Context: an optimization exercise on an open-source flow, tuned for small area and a short achievable clock period. The choices shown serve that exercise and are no tape-out recipe. RTL that was checked went through simulation tests only; none was proved equivalent to the original. For runs 1 to 5, only the layout was checked, not whether the RTL still works. In every run shown here, the design's own scripts or RTL, not TritonCTS, make the clock network. No driver is modelled on the clock port, so clock power and skew are understated where the tree is cut down; a real chip needs a root buffer or a tree. Power and IR drop assume default switching activity.

--- flow/design.v ---
module pio_ram_emu_responder (
  input  logic       clk,
  input  logic       rst_n,
  input  logic [1:0] rx_pins,
  output logic [1:0] tx_pins,
  output logic       busy,
  output logic       protocol_err
);
  logic        st_rd_q, st_wr_q;   
  logic [3:0]  cnt_q;              
  logic [7:0]  addr_q;             
  logic [15:0] data_q;             
  logic [1:0]  tx_q;
  logic        busy_q, err_q;
  logic        wr_last_q;          
  logic        c3_q;               
  logic        c46_q;              
  logic        hold_q;             
  logic [15:0] ring [0:15][0:15];  
  logic [3:0]  t_q;                
  logic [3:0]  apos_q;             
  logic        pv_q;               
  logic [15:0] pdn_q;              
  logic [3:0]  pa_q;               
  logic [3:0]  pring_q;            
  logic [3:0]  dpos_q;             
  logic        clq_q;              
  logic        cq_q;               
  logic [31:0] wclr_q, wset_q;     
  logic [15:0] rsel_q;             
  logic [3:0]  psel_q;             
  logic [15:0] y_q [0:3];          
  logic        rh_q;               
  logic [1:0]  nu_q;               
  logic [1:0]  w_q;                
  logic [1:0]  nt_q;               
  logic        al_q;               
  logic        got_q;              
  logic        hitd_q;             
  wire in_frame = st_rd_q | st_wr_q;
  wire idle     = ~in_frame;
  logic [15:0] port_in [0:3];
  logic [15:0] port_val;
  always_comb begin
    for (int p = 0; p < 4; p++) begin
      port_in[p] = '0;
      for (int r = 0; r < 16; r++) port_in[p] = port_in[p] | ({16{rsel_q[r]}} & ring[r][4*p]);
    end
    port_val = '0;
    for (int p = 0; p < 4; p++) port_val = port_val | ({16{psel_q[p]}} & y_q[p]);
  end
  always_ff @(posedge clk) begin
    t_q <= t_q + 4'd1;
    for (int r = 0; r < 16; r++)
      for (int p = 0; p < 16; p++) begin
        if (p == 15 || p == 7)
          ring[r][p] <= ~(ring[r][p-1] | {16{wclr_q[2*r + (p == 7)]}});
        else if (p == 0 || p == 8)
          ring[r][p] <= ~((pdn_q & {16{wset_q[2*r + (p == 8)]}}) | ring[r][(p + 15) % 16]);
        else
          ring[r][p] <= ring[r][p-1];
      end
  end
  always_ff @(posedge clk) begin
    dpos_q <= dpos_q + 4'd1;
    clq_q  <= pv_q & ~clq_q & ~cq_q & (dpos_q[2:0] == 3'd5);
    cq_q   <= clq_q;
    wset_q <= wclr_q;
    for (int i = 0; i < 32; i++)
      wclr_q[i] <= pv_q & ~clq_q & ~cq_q & (dpos_q[2:0] == 3'd5) & ({pring_q, ~dpos_q[3]} == 5'(i));
    if (cq_q) pv_q <= 1'b0;
    if (wr_last_q) begin
      if (rst_n) begin
        pdn_q   <= ~{data_q[13:0], rx_pins};
        pa_q    <= addr_q[3:0];
        pring_q <= addr_q[7:4];
        pv_q    <= 1'b1;
      end
      dpos_q <= apos_q + 4'd1;
    end
  end
  always_ff @(posedge clk) begin
    if (in_frame) begin
      case (cnt_q)
        4'd0: addr_q[7:6] <= rx_pins;
        4'd1: addr_q[5:4] <= rx_pins;
        4'd2: addr_q[3:2] <= rx_pins;
        4'd3: addr_q[1:0] <= rx_pins;
        default: ;
      endcase
    end
    if (cnt_q == 4'd4) apos_q <= addr_q[3:0] + t_q + 4'd1;
    else               apos_q <= apos_q + 4'd1;
    for (int r = 0; r < 16; r++)
      rsel_q[r] <= (((cnt_q == 4'd1) ? {addr_q[7:6], rx_pins} : addr_q[7:4]) == 4'(r));
    begin
      logic [1:0] pn;
      logic [3:0] s4;
      logic       cy;
      s4 = addr_q[3:0] + t_q;
      cy = (t_q[1:0] != 2'd0) && (rx_pins >= nt_q);    
      case (cnt_q)
        4'd2:    pn = rx_pins + w_q;                      
        4'd3:    pn = cy ? addr_q[3:2] + t_q[3:2] + 2'd1 : addr_q[3:2] + t_q[3:2];
        4'd4:    pn = s4[3:2];
        default: pn = apos_q[3:2];
      endcase
      for (int p = 0; p < 4; p++) psel_q[p] <= (pn == 2'(p));
    end
    for (int p = 0; p < 4; p++) y_q[p] <= port_in[p];
    rh_q <= rsel_q[pring_q];
    nu_q <= -t_q[1:0];
    w_q  <= t_q[3:2] + 2'd1;
    nt_q <= 2'd3 - t_q[1:0];
    al_q <= (((cnt_q == 4'd3) ? rx_pins : addr_q[1:0]) + t_q[1:0]) == 2'd0;
    if (c3_q) begin
      data_q <= port_val;
      got_q  <= (rx_pins == nu_q);
      hitd_q <= rh_q & (pa_q == {addr_q[3:2], rx_pins});
    end else if (c46_q) begin
      if (got_q ? hitd_q : al_q) data_q <= (got_q | hitd_q) ? ~pdn_q : port_val;
    end else if (!hold_q) begin
      data_q <= {data_q[13:0], rx_pins};
    end
  end
  always_ff @(posedge clk) begin
    if (!rst_n) begin
      st_rd_q   <= 1'b0;
      st_wr_q   <= 1'b0;
      cnt_q     <= '0;
      tx_q      <= 2'b00;
      busy_q    <= 1'b0;
      err_q     <= 1'b0;
      wr_last_q <= 1'b0;
      c3_q      <= 1'b0;
      c46_q     <= 1'b0;
      hold_q    <= 1'b0;
    end else begin
      tx_q      <= 2'b00;
      wr_last_q <= st_wr_q & (cnt_q == 4'd10);
      c3_q      <= st_rd_q & (cnt_q == 4'd2);
      c46_q     <= st_rd_q & (cnt_q >= 4'd3) & (cnt_q <= 4'd5);
      hold_q    <= st_rd_q ? (cnt_q <= 4'd5) : (idle & (rx_pins == 2'b01));
      if (idle) begin
        cnt_q   <= '0;
        st_rd_q <= (rx_pins == 2'b01);
        st_wr_q <= (rx_pins == 2'b10);
        busy_q  <= (rx_pins == 2'b01) | (rx_pins == 2'b10);
        if (rx_pins == 2'b11) err_q <= 1'b1;
      end else begin
        cnt_q <= cnt_q + 4'd1;
        if (wr_last_q) begin
          st_wr_q <= 1'b0;
          busy_q  <= 1'b0;
        end
        if (st_rd_q) begin
          if (cnt_q >= 4'd4 && rx_pins != 2'b00) err_q <= 1'b1;
          if (cnt_q == 4'd6) tx_q <= 2'b01;
          if (cnt_q >= 4'd7 && cnt_q <= 4'd14) tx_q <= data_q[15:14];
          if (cnt_q == 4'd15) begin
            st_rd_q <= 1'b0;
            busy_q  <= 1'b0;
          end
        end
      end
    end
  end
  assign tx_pins      = tx_q;
  assign busy         = busy_q;
  assign protocol_err = err_q;
endmodule
--- flow/flow/run.sh ---
#!/bin/bash
# ORFS's standard layout, with its clock tree built by flow/mytree.tcl instead of TritonCTS.
set -euo pipefail
here=$(pwd)
export PRE_CTS_TCL="$here/flow/pre_cts.tcl"
bash standard.sh > "$here/standard_flow.log" 2>&1
--- flow/flow/mytree.tcl ---
# Clock tree built top-down by recursive bisection of the flip-flop locations.
# ct_levels lists, from the root down, {fanout cell} for each level above the leaves: the clock
# port drives the first level's buffers, each buffer drives `fanout` of the next level's, and the
# last level's buffers each drive a compact cluster of at most ct_leaf_max flip-flop clock pins
# (their number is rounded up so every cluster has near the same size). Every path from the port
# passes the same number of cells; with inverters the number of levels must be even.
set ct_leaf_max 20
set ct_levels   {{4 sky130_fd_sc_hd__inv_16} {4 sky130_fd_sc_hd__inv_16} {4 sky130_fd_sc_hd__inv_8}}
set ct_leaf_cell sky130_fd_sc_hd__inv_8

proc ct_split {pts m} {
  if {$m <= 1} { return [list $pts] }
  set xs [lsort -integer [lmap p $pts {lindex $p 0}]]
  set ys [lsort -integer [lmap p $pts {lindex $p 1}]]
  set k [expr {([lindex $xs end] - [lindex $xs 0]) >= ([lindex $ys end] - [lindex $ys 0]) ? 0 : 1}]
  set s [lsort -integer -index $k $pts]
  set m1 [expr {$m / 2}]
  set n1 [expr {int(round(double([llength $s]) * $m1 / $m))}]
  return [concat [ct_split [lrange $s 0 [expr {$n1 - 1}]] $m1] [ct_split [lrange $s $n1 end] [expr {$m - $m1}]]]
}
proc ct_centroid {pts} {
  set sx 0; set sy 0
  foreach p $pts { set sx [expr {$sx + [lindex $p 0]}]; set sy [expr {$sy + [lindex $p 1]}] }
  set n [llength $pts]
  return [list [expr {$sx / $n}] [expr {$sy / $n}]]
}
set ct_block [ord::get_db_block]
set ct_clk   [$ct_block findNet clk]
set ct_tmp   [odb::dbNet_create $ct_block "clknet_ct_tmp"]
set ct_n 0
# a cell at the centroid of pts driving their iterms; returns {x y input-iterm}
proc ct_buffer {cell pts} {
  global ct_block ct_n ct_tmp
  lassign [ct_centroid $pts] cx cy
  set b [odb::dbInst_create $ct_block [[ord::get_db] findMaster $cell] "clkbuf_ct_$ct_n"]
  $b setLocation $cx $cy
  $b setPlacementStatus PLACED
  set net [odb::dbNet_create $ct_block "clknet_ct_$ct_n"]
  $net setSigType CLOCK
  incr ct_n
  foreach p $pts { set it [lindex $p 2]; $it disconnect; $it connect $net }
  set out [$b findITerm X]
  if {$out eq "NULL" || $out eq ""} { set out [$b findITerm Y] }
  $out connect $net
  set in [$b findITerm A]
  $in connect $ct_tmp
  return [list $cx $cy $in]
}
# build the subtree for pts at level lv; returns the list of {x y input-iterm} it exposes
proc ct_build {pts lv ngroups_below} {
  global ct_levels ct_leaf_cell ct_leaf_max
  if {$lv == [llength $ct_levels]} {
    # pts are sinks: split into leaf clusters
    set out {}
    foreach g [ct_split $pts $ngroups_below] { lappend out [ct_buffer $ct_leaf_cell $g] }
    return $out
  }
  lassign [lindex $ct_levels $lv] fan cell
  set out {}
  foreach g [ct_split $pts $fan] {
    set below [ct_build $g [expr {$lv + 1}] [expr {$ngroups_below / $fan}]]
    if {$lv == 0} { set out [concat $out [list [ct_buffer $cell $below]]] } else { lappend out [ct_buffer $cell $below] }
  }
  return $out
}
set sinks {}
foreach it [$ct_clk getITerms] {
  set bb [[$it getInst] getBBox]
  lappend sinks [list [expr {([$bb xMin] + [$bb xMax]) / 2}] [expr {([$bb yMin] + [$bb yMax]) / 2}] $it]
}
set ngroup 1
foreach l $ct_levels { set ngroup [expr {$ngroup * [lindex $l 0]}] }
set nleaf [expr {([llength $sinks] + $ct_leaf_max - 1) / $ct_leaf_max}]
set nleaf [expr {(($nleaf + $ngroup - 1) / $ngroup) * $ngroup}]
puts "mytree: [llength $sinks] sinks, $ngroup groups, $nleaf leaves"
# ct_build at level 0 splits the sinks by the root fanout; each root's subtree gets nleaf/4 leaves
set roots [ct_build $sinks 0 $nleaf]
foreach p $roots { set it [lindex $p 2]; $it disconnect; $it connect $ct_clk }
odb::dbNet_destroy $ct_tmp
global_connect
set_propagated_clock [all_clocks]
puts "mytree: made $ct_n cells"
--- flow/flow/pre_cts.tcl ---
# Replace TritonCTS with the clock tree in mytree.tcl; the rest of ORFS's CTS step
# (legalisation, timing repair) runs unchanged.
set ::mytree_script [file join [file dirname [file normalize [info script]]] mytree.tcl]
rename clock_tree_synthesis __orfs_clock_tree_synthesis
proc clock_tree_synthesis {args} {
  puts "clock_tree_synthesis replaced by $::mytree_script"
  uplevel #0 [list source $::mytree_script]
}
--- flow/standard.sh ---
#!/bin/bash
# synth_recipe.tcl (not shown) runs the flow's synth.tcl, then flattens the netlist and writes it again
# the make line also repeats each setting of config.mk as NAME=value (left out here)
make -C /OpenROAD-flow-scripts/flow DESIGN_CONFIG=/design/flow/config.mk WORK_HOME=/design/flow/orfs CLKGATE_MAP_FILE= SYNTH_SCRIPT=/design/flow/synth_recipe.tcl "${@:-finish}"
--- flow/config.mk ---
export PLATFORM = sky130hd
export DESIGN_NAME = pio_ram_emu_responder
export DESIGN_NICKNAME = pio_ram_emu_responder
export VERILOG_FILES = /design/flow/design.v
export SDC_FILE = /design/flow/constraint.sdc
export NUM_CORES = 4
export LEC_CHECK = 0
export CAP_MARGIN = 20
export CORE_MARGIN = 2
export CORE_UTILIZATION = 72
export SETUP_SLACK_MARGIN = 2.4
export SLEW_MARGIN = 20
--- flow/constraint.sdc ---
create_clock -name core_clock -period 4.0 [get_ports {clk}]
set_input_delay 0.8000 -clock core_clock [delete_from_list [all_inputs] [get_ports {clk}]]
set_output_delay 0.8000 -clock core_clock [all_outputs]
set_load 0.01 [all_outputs]
==> flow_metrics.env, run 1 <==
export IMPL_path_class="input pin to register"
export IMPL_pin_count=8
export IMPL_clock_skew_ns=0.0401
export IMPL_synth_seq_cells=4329
export IMPL_crit_path_max_fanout=3
export IMPL_grt_max_degree=39
export IMPL_die_area_sq_um=142000
export IMPL_antenna_found_initial=25
export IMPL_drtAntennaViolNets=0
export IMPL_total_power_uw=64600
export IMPL_max_freq_mhz=537
export IMPL_drt_pass1_iterations=5
export IMPL_synth_edf_count=50
export IMPL_die_y_um=377
export IMPL_fillers=7779
export IMPL_drc=0
export IMPL_synth_common_cells="4279 x dfxtp_1, 573 x nor2_1, 538 x a21oi_1"
export IMPL_syn_inst=6613
export IMPL_min_period_over_period_pct=46.5
export IMPL_drv_slew=0
export IMPL_netlist_area_sq_um=100000
export IMPL_worstMarginPinSlew_ns=1.31
export IMPL_place_gp_congestion=0.861
export IMPL_rsz0062_at_grt="yes"
export IMPL_port_buffers=7
export IMPL_yosysTopAreaCell="dfxtp_1"
export IMPL_die_w_um=377
export IMPL_setup_viol=0
export IMPL_grt_pass1_wl_um=373000
export IMPL_multi_input_area_sq_um=12700
export IMPL_dominantRegCellSynth="dfxtp_1"
export IMPL_synthTopCellsByArea="dfxtp_1 86%, a21oi_1 2.7%, a22o_1 2.5%"
export IMPL_fin_tns_setup_ns=0
export IMPL_crit_required_ns=4.29
export IMPL_yosysUniqueCellTypes=48
export IMPL_drive_gt1_share_pct=11.8
export IMPL_drt_wl_total_um=275000
export IMPL_hp_class="register to register"
export IMPL_busiest_layer="met2"
export IMPL_grt_use_met1_pct=55.1
export IMPL_final_nets=6856
export IMPL_status="timing/DRC/antenna clean"
export IMPL_grt_total_usage_pct=38.3
export IMPL_hpwlAfterDp_um=148000
export IMPL_ys_warn_count=4
export IMPL_worstSetupEndpointType="register"
export IMPL_post_drt_wl_per_cell_um=31.9
export IMPL_syn_nets=6639
export IMPL_synth_top_cell_area_share_pct=85.6
export IMPL_p_leak_uw=0.0428
export IMPL_min_period_ns=1.86
export IMPL_clkLatencyLatePin_ns=0.39
export IMPL_maxCapViolations=0
export IMPL_core_area_sq_um=138000
export IMPL_critPathArrivalTime_ns=2.15
export IMPL_synth_async_reset_ratio_pct=0
export IMPL_yosysSeqAreaShare_pct=87.1
export IMPL_critPathLaunchType="input pin"
export IMPL_path_clk_slew_ns=0.08
export IMPL_finalHoldViolCount=0
export IMPL_syn_to_final_growth_pct=8.79
export IMPL_use_met2_pct=56.4
export IMPL_grt_overflow=0
export IMPL_slew_headroom_pct=12.6
export IMPL_reg2reg_slack_ns=2.15
export IMPL_power_density_nw_per_um2=593
export IMPL_vias_per_cell=6.02
export IMPL_initial_utilization_pct=72.7
export IMPL_drt_iter0_drc=6415
export IMPL_yosys_cell_count_top_type="dfxtp_1"
export IMPL_vias=52000
export IMPL_grt_util_met3_pct=7.42
export IMPL_vdd_drop_max_mv=0.365
export IMPL_seq_area_sq_um=87400
export IMPL_avgSynthCellArea_sq_um=15.1
export IMPL_row_count=136
export IMPL_grt_pass1_vias=49400
[routing by layer]
metal	vias to the layer above	wire length, um
met4	8	16500
li1	22500	-
met1	25900	112000
met5	-	55
met2	2841	117000
met3	738	29500
[metrics by stage]
step	setup slack [ns]	instances	utilization [%]	cell area [sq um]	hold WS [ns]
global placement	1.19	8176	74.2	102000	0.310
detailed placement	1.21	8178	74.2	102000	0.312
CTS	2.15	8600	78.5	108000	0.322
global route	2.07	8622	79.1	109000	0.319
floorplan	2.00	6613	-	100000	0.310
finish	2.14	8632	79.1	109000	0.315
[registers in the layout, indices dropped and copies added (netlist names), 2 cells and up]
register and flops:
addr_q 8, apos_q 4, cnt_q 4, data_q 16, dpos_q 4, pa_q 4
pdn_q 16, pring_q 4, psel_q 4, ring 4096, rsel_q 16, t_q 4
tx_q 2, w_q 2, wclr_q 32, wset_q 32, y_q 64
[report_power, final]
group          switching, uW  internal (uW)
clock network          16400           3240
logic                   1050            529
registers                146          43200
total                  17500          47000
[layout by cell type, fill, tap and decap left out, drive strengths merged, types with 20 or more instances in the layout]
cell type / Yosys / layout
dfxtp: 4279 / 4279
buf: 51 / 204
nor2: 573 / 573
nand4: 64 / 64
a21oi: 538 / 538
inv: 27 / 366
edfxtp: 50 / 50
a22o: 288 / 288
a221oi: 272 / 272
ha: 21 / 21
nand2: 42 / 42
o21ai: 20 / 20
[worst max-delay path: stages]
cell and delay (ns):
buf_6 0.09, buf_6 0.12, ha_4 0.27, o21bai_4 0.08, or3_1 0.37, a21oi_2 0.16, o22ai_2 0.10, a21boi_2 0.15
[repair_timing]
action / CTS / global route
gates resized for setup: 149 / 127
hold buffers: 0 / 0
setup endpoints to repair: 234 / 184
pin swaps: 17 / 29
cloned: 1 / 0
buffers inserted: 81 / 22
[cell families (layout without fill, tap and decap cells)]
logic type | count (synthesis) | count (layout) | share of synthesized area, %
and+or+nand+nor | 732 | 732 | 3.05
AOI/OAI and AO/OA | 1132 | 1132 | 7.80
adders and majority gates | 22 | 22 | 0.282
xor gates and xnor gates | 26 | 26 | 0.235
other | 0 | 10 | 0
DFF | 4329 | 4329 | 87.1
muxes | 14 | 14 | 0.205
buffers and inverters | 358 | 573 | 1.36
[worst paths after layout]
check                from           end  cells past startpoint
min          ring[219][6]  ring[220][6]                      0
max            rx_pins[1]     psel_q[0]                      8
max reg2reg     addr_q[1]     psel_q[2]                      7
min reg2reg  ring[219][6]  ring[220][6]                      0
[cell type report]
| class | instances | share of cell area, % |
|---|---|---|
| Timing Repair inverter | 1 | 0.00689 |
| Timing Repair Buffer | 205 | 2.22 |
| Sequential cell | 4329 | 80.2 |
| Inverter | 367 | 3.79 |
| Antenna cell | 10 | 0.0230 |
| Tap cell | 1794 | 2.06 |
| Multi-Input combinational cell | 1926 | 11.7 |
==> run 2, diff against run 1 <==
--- a/flow/design.v
+++ b/flow/design.v
@@ -35,3 +35,2 @@
   logic [1:0]  w_q;                
-  logic [1:0]  nt_q;               
   logic        al_q;               
@@ -91,20 +90,23 @@
     end
-    if (cnt_q == 4'd4) apos_q <= addr_q[3:0] + t_q + 4'd1;
-    else               apos_q <= apos_q + 4'd1;
+    begin
+      logic [3:0] pos_k [0:3];
+      logic [3:0] port_k [0:3];
+      logic [1:0] pn;
+      for (int k = 0; k < 4; k++) begin
+        logic [3:0] s;
+        s = {addr_q[3:2], 2'(k)} + t_q;
+        pos_k[k] = s + 4'd1;
+        for (int p = 0; p < 4; p++) port_k[k][p] = (s[3:2] == 2'(p));
+      end
+      if (cnt_q == 4'd3) apos_q <= pos_k[rx_pins];
+      else               apos_q <= apos_q + 4'd1;
+      pn = rx_pins + w_q;                                  
+      case (cnt_q)
+        4'd2:    for (int p = 0; p < 4; p++) psel_q[p] <= (pn == 2'(p));
+        4'd3:    psel_q <= port_k[rx_pins];
+        default: for (int p = 0; p < 4; p++) psel_q[p] <= (apos_q[3:2] == 2'(p));
+      endcase
+    end
     for (int r = 0; r < 16; r++)
       rsel_q[r] <= (((cnt_q == 4'd1) ? {addr_q[7:6], rx_pins} : addr_q[7:4]) == 4'(r));
-    begin
-      logic [1:0] pn;
-      logic [3:0] s4;
-      logic       cy;
-      s4 = addr_q[3:0] + t_q;
-      cy = (t_q[1:0] != 2'd0) && (rx_pins >= nt_q);    
-      case (cnt_q)
-        4'd2:    pn = rx_pins + w_q;                      
-        4'd3:    pn = cy ? addr_q[3:2] + t_q[3:2] + 2'd1 : addr_q[3:2] + t_q[3:2];
-        4'd4:    pn = s4[3:2];
-        default: pn = apos_q[3:2];
-      endcase
-      for (int p = 0; p < 4; p++) psel_q[p] <= (pn == 2'(p));
-    end
     for (int p = 0; p < 4; p++) y_q[p] <= port_in[p];
@@ -113,3 +115,2 @@
     w_q  <= t_q[3:2] + 2'd1;
-    nt_q <= 2'd3 - t_q[1:0];
     al_q <= (((cnt_q == 4'd3) ? rx_pins : addr_q[1:0]) + t_q[1:0]) == 2'd0;
--- a/flow/flow/mytree.tcl
+++ b/flow/flow/mytree.tcl
@@ -7,3 +7,3 @@
 set ct_leaf_max 20
-set ct_levels   {{4 sky130_fd_sc_hd__inv_16} {4 sky130_fd_sc_hd__inv_16} {4 sky130_fd_sc_hd__inv_8}}
+set ct_levels   {{4 sky130_fd_sc_hd__inv_16} {4 sky130_fd_sc_hd__inv_16} {3 sky130_fd_sc_hd__inv_8}}
 set ct_leaf_cell sky130_fd_sc_hd__inv_8
==> flow_metrics.env, run 2 <==
export IMPL_core_area_sq_um=138000
export IMPL_cp_num_buf_inv=2
export IMPL_cp_endpoint="apos_q[3]"
export IMPL_final_util_pct=79.1
export IMPL_syn_to_final_growth_pct=8.79
export IMPL_die_y_um=377
export IMPL_worstMarginPinSlew_ns=1.29
export IMPL_finalHoldViolCount=0
export IMPL_syn_nets=6663
export IMPL_reg_top3="ring x4096, y_q x64"
export IMPL_synth_seq_cells=4328
export IMPL_min_from="ring[154][7]"
export IMPL_netlist_area_sq_um=100000
export IMPL_yosysTopAreaCell="dfxtp_1"
export IMPL_crit_cells=8
export IMPL_min_period_ns=1.97
export IMPL_grt_pass1_wl_um=371000
export IMPL_yosysSeqAreaShare_pct=87.0
export IMPL_synth_xor_area_share_pct=0.252
export IMPL_drt_wl_total_um=274000
export IMPL_layout_common_cells="4183 x dfxtp_1, 565 x nor2_1, 537 x a21oi_1"
export IMPL_largest_reg_flops=4096
export IMPL_pin_count=8
export IMPL_die_w_um=377
export IMPL_final_nets=6874
export IMPL_max_stage_delay_ns=0.51
export IMPL_row_count=136
export IMPL_synth_top_cell_area_share_pct=85.5
export IMPL_yosys_cell_count_top_type="dfxtp_1"
export IMPL_muxShareOfSynthArea_pct=0.182
export IMPL_hp_class="register to register"
export IMPL_synthTopCellsByArea="dfxtp_1 85%, a21oi_1 2.7%, a22o_1 2.5%"
export IMPL_maxCapViolations=0
export IMPL_max_freq_mhz=508
export IMPL_r2r_end="apos_q[3]"
export IMPL_dominantRegCellSynth="dfxtp_1"
export IMPL_drtAntennaViolNets=0
export IMPL_die_area_sq_um=142000
export IMPL_vias_per_cell=5.97
export IMPL_top_register="ring"
export IMPL_synth_common_cells="4278 x dfxtp_1, 569 x nor2_1, 541 x a21oi_1"
export IMPL_slew_headroom_pct=14.2
export IMPL_power_density_nw_per_um2=585
export IMPL_avgSynthCellArea_sq_um=15.1
export IMPL_synth_simple_area_share_pct=3.09
export IMPL_reg2regPathDepth=8
export IMPL_min_period_over_period_pct=49.2
export IMPL_setup_viol=0
export IMPL_p_leak_uw=0.0428
export IMPL_dp_slack_ns=0.971
export IMPL_grt_total_usage_pct=38.1
export IMPL_reg2reg_slack_ns=2.03
export IMPL_drt_pass1_iterations=5
export IMPL_critPathArrivalTime_ns=2.24
export IMPL_yosysUniqueCellTypes=48
export IMPL_worstReg2RegStart="addr_q[2]"
export IMPL_grt_max_degree=34
export IMPL_synth_async_reset_ratio_pct=0
export IMPL_initial_utilization_pct=72.7
export IMPL_hpwlAfterDp_um=150000
export IMPL_whs_ns=0.319
export IMPL_port_buffers=7
export IMPL_synth_edf_count=50
export IMPL_drc=0
export IMPL_post_drt_wl_per_cell_um=31.7
export IMPL_grt_overflow=0
export IMPL_path_class="register to register"
export IMPL_layout_setup_ws_ns=2.03
export IMPL_critPathLaunchType="register"
export IMPL_rsz0062_at_grt="yes"
export IMPL_cts_hold_buffers=0
export IMPL_fin_tns_setup_ns=0
export IMPL_path_clk_slew_ns=0.10
export IMPL_place_gp_congestion=0.866
export IMPL_drive_gt1_share_pct=12.0
export IMPL_total_power_uw=63800
export IMPL_vdd_drop_max_mv=0.427
export IMPL_drv_slew=0
export IMPL_cpMaxStageDelayCell="edfxtp_1"
export IMPL_crit_path_max_fanout=7
export IMPL_drt_iter0_drc=6212
export IMPL_crit_family="compound AO/OA/AOI/OAI gates"
export IMPL_antenna_found_initial=34
export IMPL_worstSetupEndpointType="register"
export IMPL_crit_required_ns=4.27
export IMPL_ys_warn_count=6
export IMPL_layout_cells_most_common="dfxtp_1"
export IMPL_grt_pass1_vias=48500
export IMPL_synth_compound_area_share_pct=7.87
export IMPL_synthAdderAreaFrac_pct=0.257
export IMPL_syn_inst=6639
export IMPL_worstPathCellList="ha_4 > buf_6 > inv_1 > a32oi_1 > o221a_2 > nor2_2 > xnor2_1 > a21oi_1"
export IMPL_synth_top_family_by_area="compound AO/OA/AOI/OAI gates"
export IMPL_clkLatencyLatePin_ns=0.39
export IMPL_clock_skew_ns=0.0422
export IMPL_status="timing/DRC/antenna clean"
export IMPL_startpoint="addr_q[2]"
export IMPL_vias=51600
run 2: final cells by class:
class                      instances  area, sq um
antenna                            6         15.0
fill                            7958        28800
inverter                         335         3760
multi-input combinational       1950        12900
sequential                      4328        87300
tap                             1794         2240
timing repair buffer             235         2690
run 2: how the worst min path moves through the flow:
stage	endpoint	slack, ns	cells past startpoint
after floorplan	ring[100][0]	0.31	0
after global placement	ring[83][8]	0.31	0
after detailed placement	ring[102][5]	0.31	0
after CTS	ring[230][15]	0.32	0
after global routing	ring[138][12]	0.32	0
final	ring[155][7]	0.32	0
run 2: logic make-up (layout without fill, tap and decap cells):
logic type               count (synthesis)  in the layout
AO/OA/AOI/OAI                         1144           1144
XOR/XNOR                                28             28
adder cells (fa/ha/maj)                 20             20
buffers and inverters                  361            570
flip-flops                            4328           4328
multiplexers                            12             12
other                                    0              6
AND/OR/NAND/NOR                        746            746
run 2: repair_timing:
item | 4_1_cts | 5_1_grt
gates cloned | 1 | 0
setup buffers | 99 | 21
pin swaps | 47 | 32
endpoints found under the setup margin | 191 | 140
endpoints found under the hold margin | 0 | 0
resized for setup | 199 | 106
run 2: stage by stage:
stage	cell area, sq um	instances
3_5_place_dp	102000	8213
6_report	109000	8648
4_1_cts	108000	8621
3_3_place_gp	102000	8210
5_1_grt	109000	8642
2_1_floorplan	100000	6639
run 2: report_power, final:
group | total, uW | internal, uW | switching (uW)
registers | 43400 | 43200 | 202
logic | 1610 | 609 | 997
clock network | 18700 | 2940 | 15800
total | 63800 | 46800 | 17000
run 2: layer usage:
layer  track usage, %  vias to the layer above  share of wire, %
li1                 -                    22600                 -
met1             54.7                    25600                41
met2             56.6                     2723                43
met3             7.66                      670                10
met4             16.7                       20               5.4
met5                0                        -             0.050
==> run 3, diff against run 2 <==
--- a/flow/config.mk
+++ b/flow/config.mk
@@ -10,3 +10,3 @@
 export CORE_UTILIZATION = 72
-export SETUP_SLACK_MARGIN = 2.4
+export SETUP_SLACK_MARGIN = 2.3
 export SLEW_MARGIN = 20
==> flow_metrics.env, run 3 <==
export IMPL_yosysUniqueCellTypes=48
export IMPL_synthTopCellsByArea="dfxtp_1 85%, a21oi_1 2.7%, a22o_1 2.5%"
export IMPL_p_leak_uw=0.0424
export IMPL_post_drt_wl_per_cell_um=31.6
export IMPL_path_class="register to register"
export IMPL_hp_class="register to register"
export IMPL_vias=51400
export IMPL_die_w_um=377
export IMPL_critPathLaunchType="register"
export IMPL_antenna_found_initial=23
export IMPL_fin_tns_setup_ns=0
export IMPL_crit_path_max_fanout=3
export IMPL_hpwlAfterDp_um=148000
export IMPL_vias_per_cell=5.98
export IMPL_min_period_ns=1.94
export IMPL_grt_use_met1_pct=54.2
export IMPL_power_density_nw_per_um2=590
export IMPL_worstPathCellList="fa_2 > a32oi_1 > o221a_2 > nor2_2 > xnor2_1 > a21oi_1"
export IMPL_drive_gt1_share_pct=10.4
export IMPL_drv_slew=0
export IMPL_grt_overflow=0
export IMPL_yosysTopAreaCell="dfxtp_1"
export IMPL_ys_warn_count=6
export IMPL_grt_max_degree=34
export IMPL_status="timing/DRC/antenna clean"
export IMPL_max_freq_mhz=515
export IMPL_path_clk_slew_ns=0.10
export IMPL_cp_num_buf_inv=0
export IMPL_layout_setup_ws_ns=2.06
export IMPL_layout_cells_most_common="dfxtp_1"
export IMPL_syn_to_final_growth_pct=7.77
export IMPL_final_nets=6832
export IMPL_total_power_uw=63600
export IMPL_drt_wl_total_um=272000
export IMPL_drt_iter0_drc=6137
export IMPL_yosys_cell_count_top_type="dfxtp_1"
export IMPL_row_count=136
export IMPL_synth_common_cells="4278 x dfxtp_1, 569 x nor2_1, 541 x a21oi_1"
export IMPL_synth_seq_cells=4328
export IMPL_die_area_sq_um=142000
export IMPL_use_met2_pct=56.2
export IMPL_drtAntennaViolNets=0
export IMPL_syn_inst=6639
export IMPL_avgSynthCellArea_sq_um=15.1
export IMPL_syn_nets=6663
export IMPL_place_gp_congestion=0.855
export IMPL_drt_pass1_iterations=7
export IMPL_cts_hold_buffers=0
export IMPL_core_area_sq_um=138000
export IMPL_finalHoldViolCount=0
export IMPL_initial_utilization_pct=72.7
export IMPL_clock_skew_ns=0.0450
export IMPL_worstMarginPinSlew_ns=1.25
export IMPL_grt_pass1_vias=48700
export IMPL_grt_total_usage_pct=37.8
export IMPL_dominantRegCellSynth="dfxtp_1"
export IMPL_layout_common_cells="4185 x dfxtp_1, 565 x nor2_1, 535 x a21oi_1"
export IMPL_setup_viol=0
export IMPL_rsz0062_at_grt="yes"
export IMPL_vdd_drop_max_mv=0.504
export IMPL_worstSetupEndpointType="register"
export IMPL_max_stage_delay_ns=0.59
export IMPL_critPathArrivalTime_ns=2.19
export IMPL_synth_top_cell_area_share_pct=85.5
export IMPL_grt_pass1_wl_um=368000
export IMPL_port_buffers=7
export IMPL_top_register="ring"
export IMPL_yosysSeqAreaShare_pct=87.0
export IMPL_clkLatencyLatePin_ns=0.38
export IMPL_crit_required_ns=4.25
export IMPL_reg_top3="ring x4096, y_q x64"
export IMPL_netlist_area_sq_um=100000
export IMPL_die_y_um=377
export IMPL_drc=0
export IMPL_busiest_layer="met2"
export IMPL_crit_family="adder cells"
export IMPL_dp_slack_ns=0.944
export IMPL_grt_util_met3_pct=7.28
export IMPL_min_period_over_period_pct=48.6
export IMPL_synth_async_reset_ratio_pct=0
export IMPL_cpMaxStageDelayCell="fa_2"
export IMPL_slew_headroom_pct=16.5
export IMPL_pin_count=8
export IMPL_largest_reg_flops=4096
export IMPL_maxCapViolations=0
export IMPL_synth_edf_count=50
-- run 3: report_power, final --
group	internal (uW)	switching, uW
clock	2940	15700
sequential	43200	211
combinational	524	1010
total	46700	17000
-- run 3: per-layer routing --
metal	routed length (um)	share of wire [%]
met2	117000	43
met5	46	0.017
met1	111000	41
met4	14900	5.5
met3	27900	10
-- run 3: cells by family (layout without fill, tap and decap cells) --
| logic type | count (synthesis) | after routing | synth area share [%] |
|---|---|---|---|
| flip-flops | 4328 | 4328 | 87.0 |
| AO/OA/AOI/OAI | 1144 | 1144 | 7.87 |
| AND/OR/NAND/NOR | 746 | 746 | 3.09 |
| buffers and inverters | 361 | 528 | 1.36 |
| XOR/XNOR | 28 | 28 | 0.252 |
| adder cells (fa/ha/maj) | 20 | 20 | 0.257 |
| multiplexers | 12 | 12 | 0.182 |
| other | 0 | 5 | 0 |
-- run 3: final timing paths --
path	start	to	slack, ns	cells after the start
worst max-delay path	addr_q[2]	apos_q[3]	2.06	6
worst max register to register	addr_q[2]	apos_q[3]	2.06	6
worst min register to register	ring[130][3]	ring[131][3]	0.32	0
worst min-delay path	ring[130][3]	ring[131][3]	0.32	0
-- run 3: area by class of cell --
type | instances | area, sq um
antenna | 5 | 12.5
fill | 8039 | 29900
inverter | 335 | 3770
multi-input combinational | 1950 | 12400
sequential | 4328 | 87300
tap | 1794 | 2240
timing repair buffer | 192 | 2180
timing repair inverter | 1 | 7.51
-- run 3: what timing repair did --
| action | CTS | global route |
|---|---|---|
| gates resized for setup | 146 | 58 |
| cloned | 1 | 0 |
| endpoints found under the setup margin | 180 | 98 |
| buffers inserted | 64 | 27 |
| pin swaps | 19 | 26 |
| endpoints found under the hold margin | 0 | 0 |
-- run 3: per-stage QoR --
step	cell area (sq um)	util (%)	std cells	hold slack, ns
after floorplan	100000	-	6639	0.310
after global placement	102000	74.1	8198	0.309
after detailed placement	102000	74.1	8200	0.312
after CTS	107000	77.9	8573	0.323
after global routing	108000	78.3	8600	0.329
final	108000	78.3	8605	0.315
==> run 4, diff against run 3 <==
--- a/flow/design.v
+++ b/flow/design.v
@@ -35,2 +35,5 @@
   logic [1:0]  w_q;                
+  logic [1:0]  lk_q [0:3];         
+  logic [1:0]  xk_q [0:3];         
+  logic [1:0]  yk_q [0:3];         
   logic        al_q;               
@@ -38,2 +41,10 @@
   logic        hitd_q;             
+  function automatic logic [1:0] add2(input logic [1:0] a, input logic [1:0] b);
+    case ({a, b})
+      4'b0000, 4'b0111, 4'b1010, 4'b1101: add2 = 2'd0;
+      4'b0001, 4'b0100, 4'b1011, 4'b1110: add2 = 2'd1;
+      4'b0010, 4'b0101, 4'b1000, 4'b1111: add2 = 2'd2;
+      default:                            add2 = 2'd3;
+    endcase
+  endfunction
   wire in_frame = st_rd_q | st_wr_q;
@@ -95,6 +106,4 @@
       for (int k = 0; k < 4; k++) begin
-        logic [3:0] s;
-        s = {addr_q[3:2], 2'(k)} + t_q;
-        pos_k[k] = s + 4'd1;
-        for (int p = 0; p < 4; p++) port_k[k][p] = (s[3:2] == 2'(p));
+        pos_k[k] = {add2(addr_q[3:2], xk_q[k]), lk_q[k]};
+        for (int p = 0; p < 4; p++) port_k[k][p] = (add2(addr_q[3:2], yk_q[k]) == 2'(p));
       end
@@ -115,2 +124,10 @@
     w_q  <= t_q[3:2] + 2'd1;
+    for (int k = 0; k < 4; k++) begin
+      logic [3:0] a, b;
+      a = 4'(k) + t_q + 4'd2;    
+      b = 4'(k) + t_q + 4'd1;    
+      lk_q[k] <= a[1:0];
+      xk_q[k] <= a[3:2];
+      yk_q[k] <= b[3:2];
+    end
     al_q <= (((cnt_q == 4'd3) ? rx_pins : addr_q[1:0]) + t_q[1:0]) == 2'd0;
--- a/flow/config.mk
+++ b/flow/config.mk
@@ -10,3 +10,3 @@
 export CORE_UTILIZATION = 72
-export SETUP_SLACK_MARGIN = 2.3
+export SETUP_SLACK_MARGIN = 2.4
 export SLEW_MARGIN = 20
==> flow_metrics.env, run 4 <==
export IMPL_initial_utilization_pct=72.5
export IMPL_syn_to_final_growth_pct=8.83
export IMPL_drt_wl_total_um=279000
export IMPL_core_area_sq_um=139000
export IMPL_final_nets=6963
export IMPL_grt_max_degree=34
export IMPL_synth_seq_cells=4345
export IMPL_holdPathStages=0
export IMPL_min_to="ring[203][2]"
export IMPL_clkPwrFrac_pct=29.5
export IMPL_die_area_sq_um=143000
export IMPL_setup_viol=0
export IMPL_synth_top_cell_area_share_pct=85.1
export IMPL_top_register="ring"
export IMPL_post_drt_wl_per_cell_um=31.7
export IMPL_fin_tns_setup_ns=0
export IMPL_avgSynthCellArea_sq_um=15.0
export IMPL_clkLatencyLatePin_ns=0.38
export IMPL_hp_class="register to register"
export IMPL_crit_required_ns=4.12
export IMPL_maxCapViolations=0
export IMPL_min_period_over_period_pct=46.4
export IMPL_hpwlAfterDp_um=149000
export IMPL_die_y_um=379
export IMPL_grt_pass1_vias=49300
export IMPL_syn_nets=6754
export IMPL_finalHoldViolCount=0
export IMPL_yosysTopAreaCell="dfxtp_1"
export IMPL_drive_gt1_share_pct=12.0
export IMPL_p_comb_share_pct=2.4
export IMPL_row_count=137
export IMPL_place_inst=8369
export IMPL_critPathLaunchType="register"
export IMPL_vias_per_cell=5.96
export IMPL_r2r_end="data_q[5]"
export IMPL_worstSetupEndpointType="register"
export IMPL_reg2regPathDepth=8
export IMPL_ys_warn_count=9
export IMPL_pin_count=8
export IMPL_min_period_ns=1.86
export IMPL_slew_headroom_pct=13.2
export IMPL_stdcell_count=8813
export IMPL_critPathArrivalTime_ns=1.98
export IMPL_p_leak_uw=0.0432
export IMPL_rsz0062_at_grt="yes"
export IMPL_seqPwrFrac_pct=68.1
export IMPL_crit_path_max_fanout=9
export IMPL_fillers=8056
export IMPL_syn_inst=6724
export IMPL_die_w_um=379
export IMPL_vias=52500
export IMPL_yosysUniqueCellTypes=52
export IMPL_drt_iter0_drc=5747
export IMPL_drtAntennaViolNets=0
export IMPL_worstReg2RegStart="psel_q[0]"
export IMPL_synthTopCellsByArea="dfxtp_1 85%, a21oi_1 2.7%, a22o_1 2.5%"
export IMPL_synth_edf_count=50
export IMPL_grt_total_usage_pct=38.1
export IMPL_cts_hold_buffers=0
export IMPL_reg2reg_slack_ns=2.14
export IMPL_switching_share_pct=26.7
export IMPL_intPower_uw=46800
export IMPL_layout_cells_most_common="dfxtp_1"
export IMPL_drt_pass1_iterations=6
export IMPL_dp_slack_ns=1.05
export IMPL_layout_common_cells="4200 x dfxtp_1, 555 x nor2_1, 542 x a21oi_1"
export IMPL_status="timing/DRC/antenna clean"
export IMPL_drc=0
export IMPL_vdd_drop_max_mv=0.378
export IMPL_netlist_area_sq_um=101000
export IMPL_synth_async_reset_ratio_pct=0
export IMPL_max_freq_mhz=539
export IMPL_grt_overflow=0
export IMPL_grt_pass1_wl_um=374000
export IMPL_largest_reg_flops=4096
export IMPL_worstMarginPinSlew_ns=1.30
export IMPL_power_density_nw_per_um2=581
export IMPL_p_sw_uw=17100
export IMPL_clock_skew_ns=0.0404
export IMPL_path_class="register to register"
export IMPL_reg_top3="ring x4096, y_q x64"
export IMPL_yosysSeqAreaShare_pct=86.6
export IMPL_min_from="ring[202][2]"
export IMPL_layout_setup_ws_ns=2.14
export IMPL_synth_common_cells="4295 x dfxtp_1, 569 x nor2_1, 543 x a21oi_1"
export IMPL_dominantRegCellSynth="dfxtp_1"
export IMPL_antenna_found_initial=26
export IMPL_drv_slew=0
export IMPL_port_buffers=7
export IMPL_place_gp_congestion=0.848
export IMPL_yosys_cell_count_top_type="dfxtp_1"
export IMPL_path_clk_slew_ns=0.10
run 4: cell count changes in the layout (fill, tap and decap cells not counted), sizes merged, moves of 5 or more:
| cell | delta |
|---|---|
| nand2b | +5 |
| xor2 | +10 |
| xnor2 | +7 |
| ha | +7 |
| dfxtp | +17 |
| buf | +47 |
| mux2i | +5 |
| inv | +5 |
run 4: worst max path at each step:
| stage | slack, ns | startpoint | endpoint | cells past startpoint |
|---|---|---|---|---|
| 2_1_floorplan | 2.00 | rx_pins[1] | psel_q[1] | 7 |
| 3_3_place_gp | 1.01 | rx_pins[1] | psel_q[0] | 7 |
| 4_1_cts | 2.17 | rx_pins[0] | psel_q[1] | 8 |
| 6_report | 2.14 | psel_q[0] | data_q[5] | 8 |
| 3_5_place_dp | 1.05 | rx_pins[1] | psel_q[0] | 7 |
| 5_1_grt | 2.10 | psel_q[0] | data_q[5] | 8 |
run 4: critical path, cell delays in order, from the launching register on:
cell and delay [ns]:
dfxtp_2 0.34, buf_12 0.17, buf_12 0.20, a22o_1 0.26, a221oi_4 0.24, buf_12 0.16, nand2_1 0.05, o21ai_0 0.08
a21oi_1 0.06
run 4: routing by layer:
metal / track usage [%] / up-vias / share of wire (%)
li1: - / 22800 / -
met1: 53.8 / 26100 / 40
met2: 57.3 / 2778 / 43
met3: 7.31 / 785 / 11
met4: 18.1 / 14 / 5.9
met5: 0 / - / 0.033
run 4: layout make-up:
| cell class | count | area (sq um) | share of cell area, % |
|---|---|---|---|
| flip-flops and latches | 4345 | 87700 | 79.7 |
| multi-input cells | 2004 | 13500 | 12.2 |
| inverters | 340 | 3780 | 3.44 |
| repair buffers | 241 | 2690 | 2.44 |
| well taps | 1876 | 2350 | 2.13 |
| diodes | 6 | 15.0 | 0.0137 |
| repair inverters | 1 | 7.51 | 0.00683 |
run 4: power groups by stage:
| stage | Combinational (uW) | Clock, uW | Sequential (uW) |
|---|---|---|---|
| after CTS | 1430 | 18800 | 43500 |
| after global placement | 839 | 0 | 44700 |
| after detailed placement | 846 | 0 | 44700 |
| after global routing | 1560 | 20500 | 43500 |
| after floorplan | 539 | 0 | 44400 |
| final | 1550 | 18800 | 43500 |
run 4: stage by stage:
stage               utilization [%]  hold WS (ns)  total power, uW  instance area, sq um
floorplan                         -         0.310            45000                101000
global placement               74.1         0.310            45500                103000
detailed placement             74.1         0.312            45500                103000
CTS                            78.3         0.316            63800                109000
global route                   78.9         0.329            65600                110000
finish                         78.9         0.310            63900                110000
run 4: kinds of logic (layout without fill, tap and decap cells):
family | count (synthesis) | count (layout) | share of synthesized area, %
AO/OA/AOI/OAI | 1159 | 1159 | 7.91
multiplexers | 19 | 19 | 0.253
flip-flops | 4345 | 4345 | 86.6
XOR/XNOR | 45 | 45 | 0.416
adder cells (fa/ha/maj) | 26 | 26 | 0.322
buffers and inverters | 375 | 582 | 1.41
AND/OR/NAND/NOR | 755 | 755 | 3.13
other | 0 | 6 | 0
run 4: what timing repair did:
| action | 4_1_cts | 5_1_grt |
|---|---|---|
| pin swaps | 19 | 39 |
| cloned | 3 | 0 |
| endpoints found under the setup margin | 224 | 143 |
| buffers inserted | 105 | 22 |
| gates resized for setup | 182 | 131 |
==> run 5, diff against run 4 <==
--- a/flow/config.mk
+++ b/flow/config.mk
@@ -10,3 +10,3 @@
 export CORE_UTILIZATION = 72
-export SETUP_SLACK_MARGIN = 2.4
+export SETUP_SLACK_MARGIN = 2.3
 export SLEW_MARGIN = 20
==> flow_metrics.env, run 5 <==
export IMPL_status="timing/DRC/antenna clean"
export IMPL_layout_cells_most_common="dfxtp_1"
export IMPL_synthTopCellsByArea="dfxtp_1 85%, a21oi_1 2.7%, a22o_1 2.5%"
export IMPL_crit_required_ns=4.32
export IMPL_cpMaxStageDelayCell="a2111o_1"
export IMPL_pin_count=8
export IMPL_clkLatencyLatePin_ns=0.39
export IMPL_yosys_cell_count_top_type="dfxtp_1"
export IMPL_row_count=137
export IMPL_die_w_um=379
export IMPL_max_freq_mhz=542
export IMPL_synth_top_cell_area_share_pct=85.1
export IMPL_slew_headroom_pct=16.6
export IMPL_grt_pass1_wl_um=367000
export IMPL_power_density_nw_per_um2=583
export IMPL_crit_path_max_fanout=5
export IMPL_vias_per_cell=5.88
export IMPL_drtAntennaViolNets=0
export IMPL_yosysSeqAreaShare_pct=86.6
export IMPL_core_area_sq_um=139000
export IMPL_vias=51700
export IMPL_fin_tns_setup_ns=0
export IMPL_min_period_ns=1.85
export IMPL_cp_num_buf_inv=2
export IMPL_drt_pass1_iterations=5
export IMPL_synth_common_cells="4295 x dfxtp_1, 569 x nor2_1, 543 x a21oi_1"
export IMPL_rsz0062_at_grt="yes"
export IMPL_avgSynthCellArea_sq_um=15.0
export IMPL_die_area_sq_um=143000
export IMPL_finalHoldViolCount=0
export IMPL_worstMarginPinSlew_ns=1.25
export IMPL_drc=0
export IMPL_vdd_drop_max_mv=0.586
export IMPL_place_gp_congestion=0.854
export IMPL_die_y_um=379
export IMPL_p_comb_share_pct=2.2
export IMPL_setup_viol=0
export IMPL_drv_slew=0
export IMPL_critPathArrivalTime_ns=2.17
export IMPL_critPathLaunchType="input pin"
export IMPL_final_nets=6949
export IMPL_fillers=8223
export IMPL_synth_edf_count=50
export IMPL_drive_gt1_share_pct=10.9
export IMPL_crit_family="compound AO/OA/AOI/OAI gates"
export IMPL_maxCapViolations=0
export IMPL_grt_max_degree=35
export IMPL_final_util_pct=78.4
export IMPL_cts_hold_buffers=0
export IMPL_p_sw_uw=16900
export IMPL_synth_async_reset_ratio_pct=0
export IMPL_intPower_uw=46800
export IMPL_layout_common_cells="4203 x dfxtp_1, 567 x nor2_1, 540 x a21oi_1"
export IMPL_antenna_found_initial=23
export IMPL_yosysTopAreaCell="dfxtp_1"
export IMPL_grt_overflow=0
export IMPL_multi_input_area_sq_um=13000
export IMPL_grt_total_usage_pct=37.2
export IMPL_drt_wl_total_um=271000
export IMPL_dominantRegCellSynth="dfxtp_1"
export IMPL_clock_skew_ns=0.0401
export IMPL_path_clk_slew_ns=0.09
export IMPL_netlist_area_sq_um=101000
export IMPL_drt_iter0_drc=5466
export IMPL_worstPathCellList="buf_8 > buf_6 > ha_4 > a21bo_2 > mux2i_1 > a2111o_1 > a22oi_2 > nor2b_1"
export IMPL_post_drt_wl_per_cell_um=30.8
export IMPL_syn_to_final_growth_pct=8.07
export IMPL_initial_utilization_pct=72.5
export IMPL_synth_seq_cells=4345
export IMPL_clkPwrFrac_pct=29.4
export IMPL_p_leak_uw=0.0430
export IMPL_hpwlAfterDp_um=150000
export IMPL_min_period_over_period_pct=46.1
export IMPL_largest_reg_flops=4096
export IMPL_worstSetupEndpointType="register"
export IMPL_grt_pass1_vias=49000
export IMPL_syn_nets=6754
export IMPL_switching_share_pct=26.5
export IMPL_yosysUniqueCellTypes=52
export IMPL_top_register="ring"
export IMPL_hp_class="register to register"
export IMPL_port_buffers=7
export IMPL_path_class="input pin to register"
export IMPL_reg_top3="ring x4096, y_q x64"
export IMPL_syn_inst=6724
export IMPL_seq_area_sq_um=87700
export IMPL_max_stage_delay_ns=0.30
export IMPL_ys_warn_count=9
export IMPL_seqPwrFrac_pct=68.3
-- run 5: logic make-up after synthesis --
family / after synthesis / share of synthesized area [%]
compound gates: 1159 / 7.91
xor+xnor: 45 / 0.416
fa+ha+maj: 26 / 0.322
buf+inv: 375 / 1.41
flops: 4345 / 86.6
mux: 19 / 0.253
simple gates: 755 / 3.13
-- run 5: power by group through the flow --
stage / clock, uW / sequential [uW] / combinational (uW)
4_1_cts: 18800 / 43500 / 1270
3_3_place_gp: 0 / 44700 / 789
3_5_place_dp: 0 / 44700 / 800
5_1_grt: 20400 / 43500 / 1440
2_1_floorplan: 0 / 44400 / 538
6_report: 18700 / 43500 / 1430
-- run 5: stage by stage --
stage	total power, uW	area, sq um	cells	hold slack (ns)	worst slack (ns)
finish	63700	109000	8795	0.304	2.15
CTS	63600	108000	8765	0.321	2.18
global route	65400	109000	8793	0.325	2.10
detailed placement	45500	103000	8374	0.312	0.914
global placement	45500	103000	8370	0.310	0.932
floorplan	45000	101000	6724	0.310	2.00
-- run 5: path summary, 6_finish.rpt --
kind | start | endpoint | slack [ns] | cells past startpoint
max | rx_pins[0] | psel_q[1] | 2.15 | 8
min | ring[99][2] | ring[100][2] | 0.30 | 0
max reg2reg | addr_q[3] | psel_q[1] | 2.20 | 6
min reg2reg | ring[99][2] | ring[100][2] | 0.30 | 0
-- run 5: area by class of cell --
| cell class | count | share of cell area (%) |
|---|---|---|
| Tap cell | 1876 | 2.15 |
| Multi-Input combinational cell | 2004 | 11.9 |
| Timing Repair inverter | 1 | 0.00687 |
| Inverter | 340 | 3.46 |
| Antenna cell | 2 | 0.00458 |
| Timing Repair Buffer | 227 | 2.23 |
| Sequential cell | 4345 | 80.3 |
-- run 5: routing by layer --
metal / global-route usage, % / vias to the layer above / wire length, um
met2: 55.7 / 2436 / 117000
met3: 6.85 / 672 / 26500
met1: 53.3 / 25800 / 112000
li1: - / 22800 / -
met5: 0 / - / 49
met4: 17.1 / 8 / 15200
-- run 5: timing repair --
item	CTS	global route
gates cloned	1	1
endpoints found under the setup margin	177	91
buffers inserted	82	27
pin swaps	11	35
gates resized for setup	120	92
-- run 5: worst register-to-register path: cells and delay by family, from the launching register on --
kind / cells / cell delay [ns]
AOI/OAI and AO/OA: 2 / 0.62
DFF: 1 / 0.45
and+or+nand+nor: 1 / 0.15
buffers and inverters: 1 / 0.18
xor gates and xnor gates: 2 / 0.34
==> run 6, diff against run 5 <==
--- a/flow/design.v
+++ b/flow/design.v
@@ -34,3 +34,4 @@
   logic [1:0]  nu_q;               
-  logic [1:0]  w_q;                
+  logic [3:0]  woh_q;              
+  logic [1:0]  mt_q;               
   logic [1:0]  lk_q [0:3];         
@@ -104,3 +105,3 @@
       logic [3:0] port_k [0:3];
-      logic [1:0] pn;
+      logic [3:0] cand [0:3];
       for (int k = 0; k < 4; k++) begin
@@ -111,8 +112,7 @@
       else               apos_q <= apos_q + 4'd1;
-      pn = rx_pins + w_q;                                  
-      case (cnt_q)
-        4'd2:    for (int p = 0; p < 4; p++) psel_q[p] <= (pn == 2'(p));
-        4'd3:    psel_q <= port_k[rx_pins];
-        default: for (int p = 0; p < 4; p++) psel_q[p] <= (apos_q[3:2] == 2'(p));
-      endcase
+      for (int k = 0; k < 4; k++)
+        cand[k] = (cnt_q == 4'd2) ? {woh_q[(3 - k) % 4], woh_q[(6 - k) % 4], woh_q[(5 - k) % 4], woh_q[(4 - k) % 4]}
+                                  : port_k[k];
+      if (cnt_q == 4'd2 || cnt_q == 4'd3) psel_q <= cand[rx_pins];
+      else for (int p = 0; p < 4; p++) psel_q[p] <= (apos_q[3:2] == 2'(p));
     end
@@ -123,3 +123,4 @@
     nu_q <= -t_q[1:0];
-    w_q  <= t_q[3:2] + 2'd1;
+    for (int p = 0; p < 4; p++) woh_q[p] <= ((t_q[3:2] + 2'd1) == 2'(p));
+    mt_q <= -(t_q[1:0] + 2'd1);
     for (int k = 0; k < 4; k++) begin
@@ -132,3 +133,3 @@
     end
-    al_q <= (((cnt_q == 4'd3) ? rx_pins : addr_q[1:0]) + t_q[1:0]) == 2'd0;
+    al_q <= (((cnt_q == 4'd3) ? rx_pins : addr_q[1:0]) == mt_q);
     if (c3_q) begin
--- a/flow/config.mk
+++ b/flow/config.mk
@@ -10,3 +10,3 @@
 export CORE_UTILIZATION = 72
-export SETUP_SLACK_MARGIN = 2.3
+export SETUP_SLACK_MARGIN = 2.4
 export SLEW_MARGIN = 20
==> flow_metrics.env, run 6 <==
export IMPL_grt_max_degree=43
export IMPL_finalHoldViolCount=0
export IMPL_grt_pass1_wl_um=369000
export IMPL_grt_total_usage_pct=37.4
export IMPL_antenna_found_initial=25
export IMPL_yosysTopAreaCell="dfxtp_1"
export IMPL_vdd_drop_max_mv=0.483
export IMPL_rsz0062_at_grt="yes"
export IMPL_syn_to_final_growth_pct=9.49
export IMPL_syn_nets=6784
export IMPL_cts_hold_buffers=0
export IMPL_multi_input_area_sq_um=13900
export IMPL_hp_class="register to register"
export IMPL_synth_simple_area_share_pct=3.19
export IMPL_vias=52600
export IMPL_max_stage_delay_ns=0.46
export IMPL_core_area_sq_um=140000
export IMPL_hpwlAfterDp_um=150000
export IMPL_maxCapViolations=0
export IMPL_dominantRegCellSynth="dfxtp_1"
export IMPL_synth_top_family_by_area="compound AO/OA/AOI/OAI gates"
export IMPL_crit_family="simple AND/OR/NAND/NOR gates"
export IMPL_port_buffers=7
export IMPL_synth_seq_cells=4347
export IMPL_top_register="ring"
export IMPL_die_w_um=379
export IMPL_pin_count=8
export IMPL_min_period_over_period_pct=45.6
export IMPL_die_y_um=379
export IMPL_reg_top3="ring x4096, y_q x64"
export IMPL_status="timing/DRC/antenna clean"
export IMPL_ys_warn_count=10
export IMPL_synthTopCellsByArea="dfxtp_1 85%, a21oi_1 2.7%, a22o_1 2.5%"
export IMPL_clkLatencyLatePin_ns=0.38
export IMPL_muxShareOfSynthArea_pct=0.264
export IMPL_initial_utilization_pct=72.6
export IMPL_critPathArrivalTime_ns=2.08
export IMPL_yosysUniqueCellTypes=59
export IMPL_drv_slew=0
export IMPL_critPathLaunchType="register"
export IMPL_yosysSeqAreaShare_pct=86.4
export IMPL_p_leak_uw=0.0436
export IMPL_netlist_area_sq_um=101000
export IMPL_drtAntennaViolNets=0
export IMPL_yosys_cell_count_top_type="dfxtp_1"
export IMPL_die_area_sq_um=144000
export IMPL_clock_skew_ns=0.0334
export IMPL_final_nets=7019
export IMPL_slew_headroom_pct=13.6
export IMPL_post_drt_wl_per_cell_um=31.1
export IMPL_largest_reg_flops=4096
export IMPL_drt_wl_total_um=275000
export IMPL_grt_overflow=0
export IMPL_worstPathCellList="inv_4 > ha_4 > or3b_4 > buf_12 > and3_4 > o21ai_1 > and4_1 > a221oi_2"
export IMPL_crit_required_ns=4.26
export IMPL_worstSetupEndpointType="register"
export IMPL_dp_slack_ns=0.882
export IMPL_avgSynthCellArea_sq_um=15.0
export IMPL_synth_xor_area_share_pct=0.372
export IMPL_worstMarginPinSlew_ns=1.30
export IMPL_final_util_pct=79.5
export IMPL_fillers=7967
export IMPL_row_count=137
export IMPL_layout_cells_most_common="dfxtp_1"
export IMPL_vias_per_cell=5.94
export IMPL_drt_iter0_drc=5400
export IMPL_cpMaxStageDelayCell="or3b_4"
export IMPL_max_freq_mhz=548
export IMPL_drt_pass1_iterations=5
export IMPL_fin_tns_setup_ns=0
export IMPL_crit_path_max_fanout=7
export IMPL_min_period_ns=1.82
export IMPL_synth_edf_count=50
export IMPL_synth_top_cell_area_share_pct=84.9
export IMPL_setup_viol=0
export IMPL_grt_pass1_vias=49600
export IMPL_place_gp_congestion=0.851
export IMPL_drc=0
export IMPL_power_density_nw_per_um2=579
export IMPL_drive_gt1_share_pct=13.1
export IMPL_layout_common_cells="4201 x dfxtp_1, 562 x nor2_1, 538 x a21oi_1"
export IMPL_path_class="register to register"
export IMPL_synth_common_cells="4297 x dfxtp_1, 571 x nor2_1, 543 x a21oi_1"
export IMPL_layout_setup_ws_ns=2.18
export IMPL_synthAdderAreaFrac_pct=0.358
export IMPL_synth_compound_area_share_pct=7.95
export IMPL_synth_async_reset_ratio_pct=0
export IMPL_path_clk_slew_ns=0.10
export IMPL_syn_inst=6751
export IMPL_cp_num_buf_inv=2
export IMPL_seq_area_sq_um=87700
run 6: cell types whose count changed in the layout (fill, tap and decap cells not counted), moves of 4 or more:
cell,change
a221oi_1,-93
a221oi_2,+87
buf_12,+22
buf_4,+14
a221oi_4,+7
dfxtp_4,+5
nand2_1,-5
nor2_1,-5
buf_6,+4
nor2_2,+4
nor3_2,+4
o22ai_2,+4
run 6: worst paths after layout:
kind                                  start          end  slack, ns  cells after the start
worst max-delay path               cnt_q[0]    psel_q[3]       2.18                      8
worst max register to register     cnt_q[0]    psel_q[3]       2.18                      8
worst min register to register  ring[73][2]  ring[74][2]       0.31                      0
worst min-delay path            ring[73][2]  ring[74][2]       0.31                      0
run 6: metal layers:
layer	up-vias	part of all wire, %	GRT usage [%]	wire [um]
met1	26200	40	53.3	111000
met5	-	0.021	0	59
met4	8	6.2	18.3	17000
met2	2745	44	55.9	120000
li1	23000	-	-	-
met3	718	9.9	6.41	27300
run 6: cells by family (layout without fill, tap and decap cells):
| group | after synthesis | in the layout |
|---|---|---|
| flops | 4347 | 4347 |
| fa+ha+maj | 29 | 29 |
| other cells | 0 | 4 |
| buf+inv | 379 | 612 |
| compound gates | 1169 | 1169 |
| xor+xnor | 43 | 43 |
| mux | 20 | 20 |
| simple gates | 764 | 764 |
run 6: what timing repair did:
action                     4_1_cts  5_1_grt
pin swaps                       20       33
buffers inserted               113       40
resized for setup              218      169
setup endpoints to repair      218      173
cloned                           3        2
run 6: where the power goes:
group	total (uW)	internal (uW)	switching, uW
Clock	18900	2940	15900
Combinational	1800	692	1110
Sequential	43600	43400	156
run 6: per-stage QoR:
| stage | instances | area, sq um | hold WS [ns] | power, uW |
|---|---|---|---|---|
| 2_1_floorplan | 6751 | 101000 | 0.310 | 45000 |
| 3_3_place_gp | 8393 | 103000 | 0.310 | 45600 |
| 3_5_place_dp | 8394 | 103000 | 0.312 | 45600 |
| 4_1_cts | 8818 | 110000 | 0.320 | 64000 |
| 5_1_grt | 8861 | 111000 | 0.325 | 65900 |
| 6_report | 8864 | 111000 | 0.315 | 64200 |
run 6: layout make-up:
| cell class | count | area share, % |
|---|---|---|
| Sequential cell | 4347 | 79.1 |
| Multi-Input combinational cell | 2025 | 12.6 |
| Inverter | 346 | 3.44 |
| Timing Repair Buffer | 265 | 2.75 |
| Tap cell | 1876 | 2.12 |
| Antenna cell | 4 | 0.00903 |
| Timing Repair inverter | 1 | 0.00677 |
==> run 7, diff against run 6 <==
--- a/flow/config.mk
+++ b/flow/config.mk
@@ -10,3 +10,3 @@
 export CORE_UTILIZATION = 72
-export SETUP_SLACK_MARGIN = 2.4
+export SETUP_SLACK_MARGIN = 2.25
 export SLEW_MARGIN = 20
==> flow_metrics.env, run 7 <==
export IMPL_status="timing/DRC/antenna clean"
export IMPL_vias=52400
export IMPL_antenna_found_initial=30
export IMPL_crit_required_ns=4.24
export IMPL_vias_per_cell=5.96
export IMPL_clock_skew_ns=0.0389
export IMPL_ys_warn_count=10
export IMPL_yosysTopAreaCell="dfxtp_1"
export IMPL_yosysSeqAreaShare_pct=86.4
export IMPL_min_period_ns=1.82
export IMPL_syn_to_final_growth_pct=7.44
export IMPL_path_class="register to register"
export IMPL_power_density_nw_per_um2=584
export IMPL_synth_edf_count=50
export IMPL_worstSetupEndpointType="register"
export IMPL_yosysUniqueCellTypes=59
export IMPL_drive_gt1_share_pct=10.3
export IMPL_synth_top_cell_area_share_pct=84.9
export IMPL_syn_nets=6784
export IMPL_setup_viol=0
export IMPL_die_area_sq_um=144000
export IMPL_drtAntennaViolNets=0
export IMPL_synthTopCellsByArea="dfxtp_1 85%, a21oi_1 2.7%, a22o_1 2.5%"
export IMPL_drt_pass1_iterations=6
export IMPL_yosys_cell_count_top_type="dfxtp_1"
export IMPL_synth_async_reset_ratio_pct=0
export IMPL_port_buffers=7
export IMPL_netlist_area_sq_um=101000
export IMPL_hp_class="register to register"
export IMPL_avgSynthCellArea_sq_um=15.0
export IMPL_layout_common_cells="4204 x dfxtp_1, 569 x nor2_1, 540 x a21oi_1"
export IMPL_grt_total_usage_pct=37.8
export IMPL_largest_reg_flops=4096
export IMPL_slew_headroom_pct=15.6
export IMPL_grt_pass1_vias=49000
export IMPL_worstMarginPinSlew_ns=1.27
export IMPL_max_freq_mhz=548
export IMPL_critPathLaunchType="register"
export IMPL_grt_overflow=0
export IMPL_initial_utilization_pct=72.6
export IMPL_final_nets=6944
export IMPL_grt_max_degree=34
export IMPL_path_clk_slew_ns=0.10
export IMPL_grt_pass1_wl_um=371000
export IMPL_syn_inst=6751
export IMPL_finalHoldViolCount=0
export IMPL_clkLatencyLatePin_ns=0.38
export IMPL_rsz0062_at_grt="yes"
export IMPL_final_util_pct=78.0
export IMPL_place_inst=8389
export IMPL_reg_top3="ring x4096, y_q x64"
export IMPL_die_w_um=379
export IMPL_synth_seq_cells=4347
export IMPL_critPathArrivalTime_ns=2.06
export IMPL_row_count=137
export IMPL_vdd_drop_max_mv=0.485
export IMPL_layout_cells_most_common="dfxtp_1"
export IMPL_synth_common_cells="4297 x dfxtp_1, 571 x nor2_1, 543 x a21oi_1"
export IMPL_top_register="ring"
export IMPL_die_y_um=379
export IMPL_fin_tns_setup_ns=0
export IMPL_cts_hold_buffers=0
export IMPL_drv_slew=0
export IMPL_stdcell_count=8791
export IMPL_p_leak_uw=0.0427
export IMPL_pin_count=8
export IMPL_layout_setup_ws_ns=2.18
export IMPL_dp_slack_ns=0.915
export IMPL_crit_path_max_fanout=8
export IMPL_hpwlAfterDp_um=153000
export IMPL_core_area_sq_um=140000
export IMPL_maxCapViolations=0
export IMPL_drc=0
export IMPL_drt_wl_total_um=275000
export IMPL_reg2reg_slack_ns=2.18
export IMPL_drt_iter0_drc=6535
export IMPL_place_gp_congestion=0.847
export IMPL_dominantRegCellSynth="dfxtp_1"
export IMPL_min_period_over_period_pct=45.6
export IMPL_whs_ns=0.314
export IMPL_post_drt_wl_per_cell_um=31.3
[run 7: changes by cell type in the layout (fill, tap and decap cells not counted), sizes merged, moves of 2 or more]
cell      change
inv           -2
diode         +2
buf          -76
clkinvlp      +2
[run 7: power by group]
part	internal [uW]	switching (uW)	total (uW)	leakage, uW
clock	2940	15800	18800	0.00194
combinational	382	709	1090	0.00449
sequential	43400	275	43700	0.0363
[run 7: per-layer routing]
metal	vias to the layer above	share of wire, %	GRT usage (%)
li1	22800	-	-
met1	26200	41	53.8
met2	2708	44	57.1
met3	663	9.8	6.69
met4	10	5.3	17.0
met5	-	0.025	0
[run 7: critical path: stages (launching register included)]
cell	delay, ns
dfxtp_2	0.65
buf_4	0.34
a221oi_1	0.13
buf_4	0.20
a22o_1	0.19
a21oi_1	0.16
[run 7: kinds of logic after synthesis]
group | after synthesis | share of synthesized area (%)
AO/OA/AOI/OAI | 1169 | 7.95
adder cells (fa/ha/maj) | 29 | 0.358
buffers and inverters | 379 | 1.46
XOR/XNOR | 43 | 0.372
multiplexers | 20 | 0.264
AND/OR/NAND/NOR | 764 | 3.19
flip-flops | 4347 | 86.4
[run 7: final cells by class]
class	instances	area (sq um)
diodes	6	15.0
repair inverters	1	7.51
multi-input cells	2027	12900
fillers	8244	30700
well taps	1876	2350
inverters	346	3810
repair buffers	188	2000
flip-flops and latches	4347	87700
[run 7: final timing paths]
check                                   from            to  depth (start not counted)
worst max register to register     psel_q[2]     data_q[1]                          5
worst min-delay path            ring[42][12]  ring[43][12]                          0
worst min register to register  ring[42][12]  ring[43][12]                          0
worst max-delay path               psel_q[2]     data_q[1]                          5
[run 7: per-stage QoR]
stage,cell area (sq um),power (uW)
floorplan,101000,45000
global placement,103000,45500
detailed placement,103000,45500
CTS,108000,63500
global route,109000,65200
finish,109000,63600
[run 7: what timing repair did]
action / in CTS / in global routing
pin swaps: 4 / 9
buffers inserted: 58 / 27
gates resized for setup: 103 / 77
setup endpoints to repair: 183 / 74
gates cloned: 3 / 0

what the ideal ports hide:
Ports are ideal in the flow. The routed layouts listed here were re-timed in OpenROAD.
Step 1, drivers: a clkbuf_16 drives clk and a buf_2 each remaining input, both assumed.
Step 2 also shifts input and output timing later by t, the mid clock arrival at the registers, as if the neighbouring blocks saw the same clock.
a / b / c = no drivers / after step 1 / after step 2; a / b = the first two.
run	t, ns	slack for setup (ns)	hold WS [ns]	latest minus earliest clock arrival (ns)	slew at the worst register clock pin (ns)
run 1	0.644	2.138 / 2.089 / 1.735	0.315 / 0.315 / 0.315	0.046 / 0.046	0.09 / 0.09
run 2	0.651	2.033 / 2.033 / 1.708	0.319 / 0.319 / 0.319	0.048 / 0.047	0.10 / 0.10
run 3	0.649	2.058 / 2.058 / 1.786	0.315 / 0.315 / 0.315	0.051 / 0.050	0.10 / 0.10
run 4	0.644	2.143 / 2.078 / 1.786	0.310 / 0.310 / 0.310	0.045 / 0.046	0.10 / 0.10
run 5	0.653	2.155 / 2.058 / 1.748	0.304 / 0.305 / 0.305	0.043 / 0.042	0.10 / 0.10
run 6	0.645	2.176 / 2.055 / 1.911	0.315 / 0.314 / 0.314	0.037 / 0.038	0.10 / 0.10
run 7	0.648	2.176 / 2.067 / 1.876	0.314 / 0.315 / 0.315	0.042 / 0.042	0.10 / 0.10
After both steps every run listed still meets setup and hold. For run 5, which loses most, drivers alone change the setup slack by -0.097 ns; drivers and shift together by -0.407 ns.
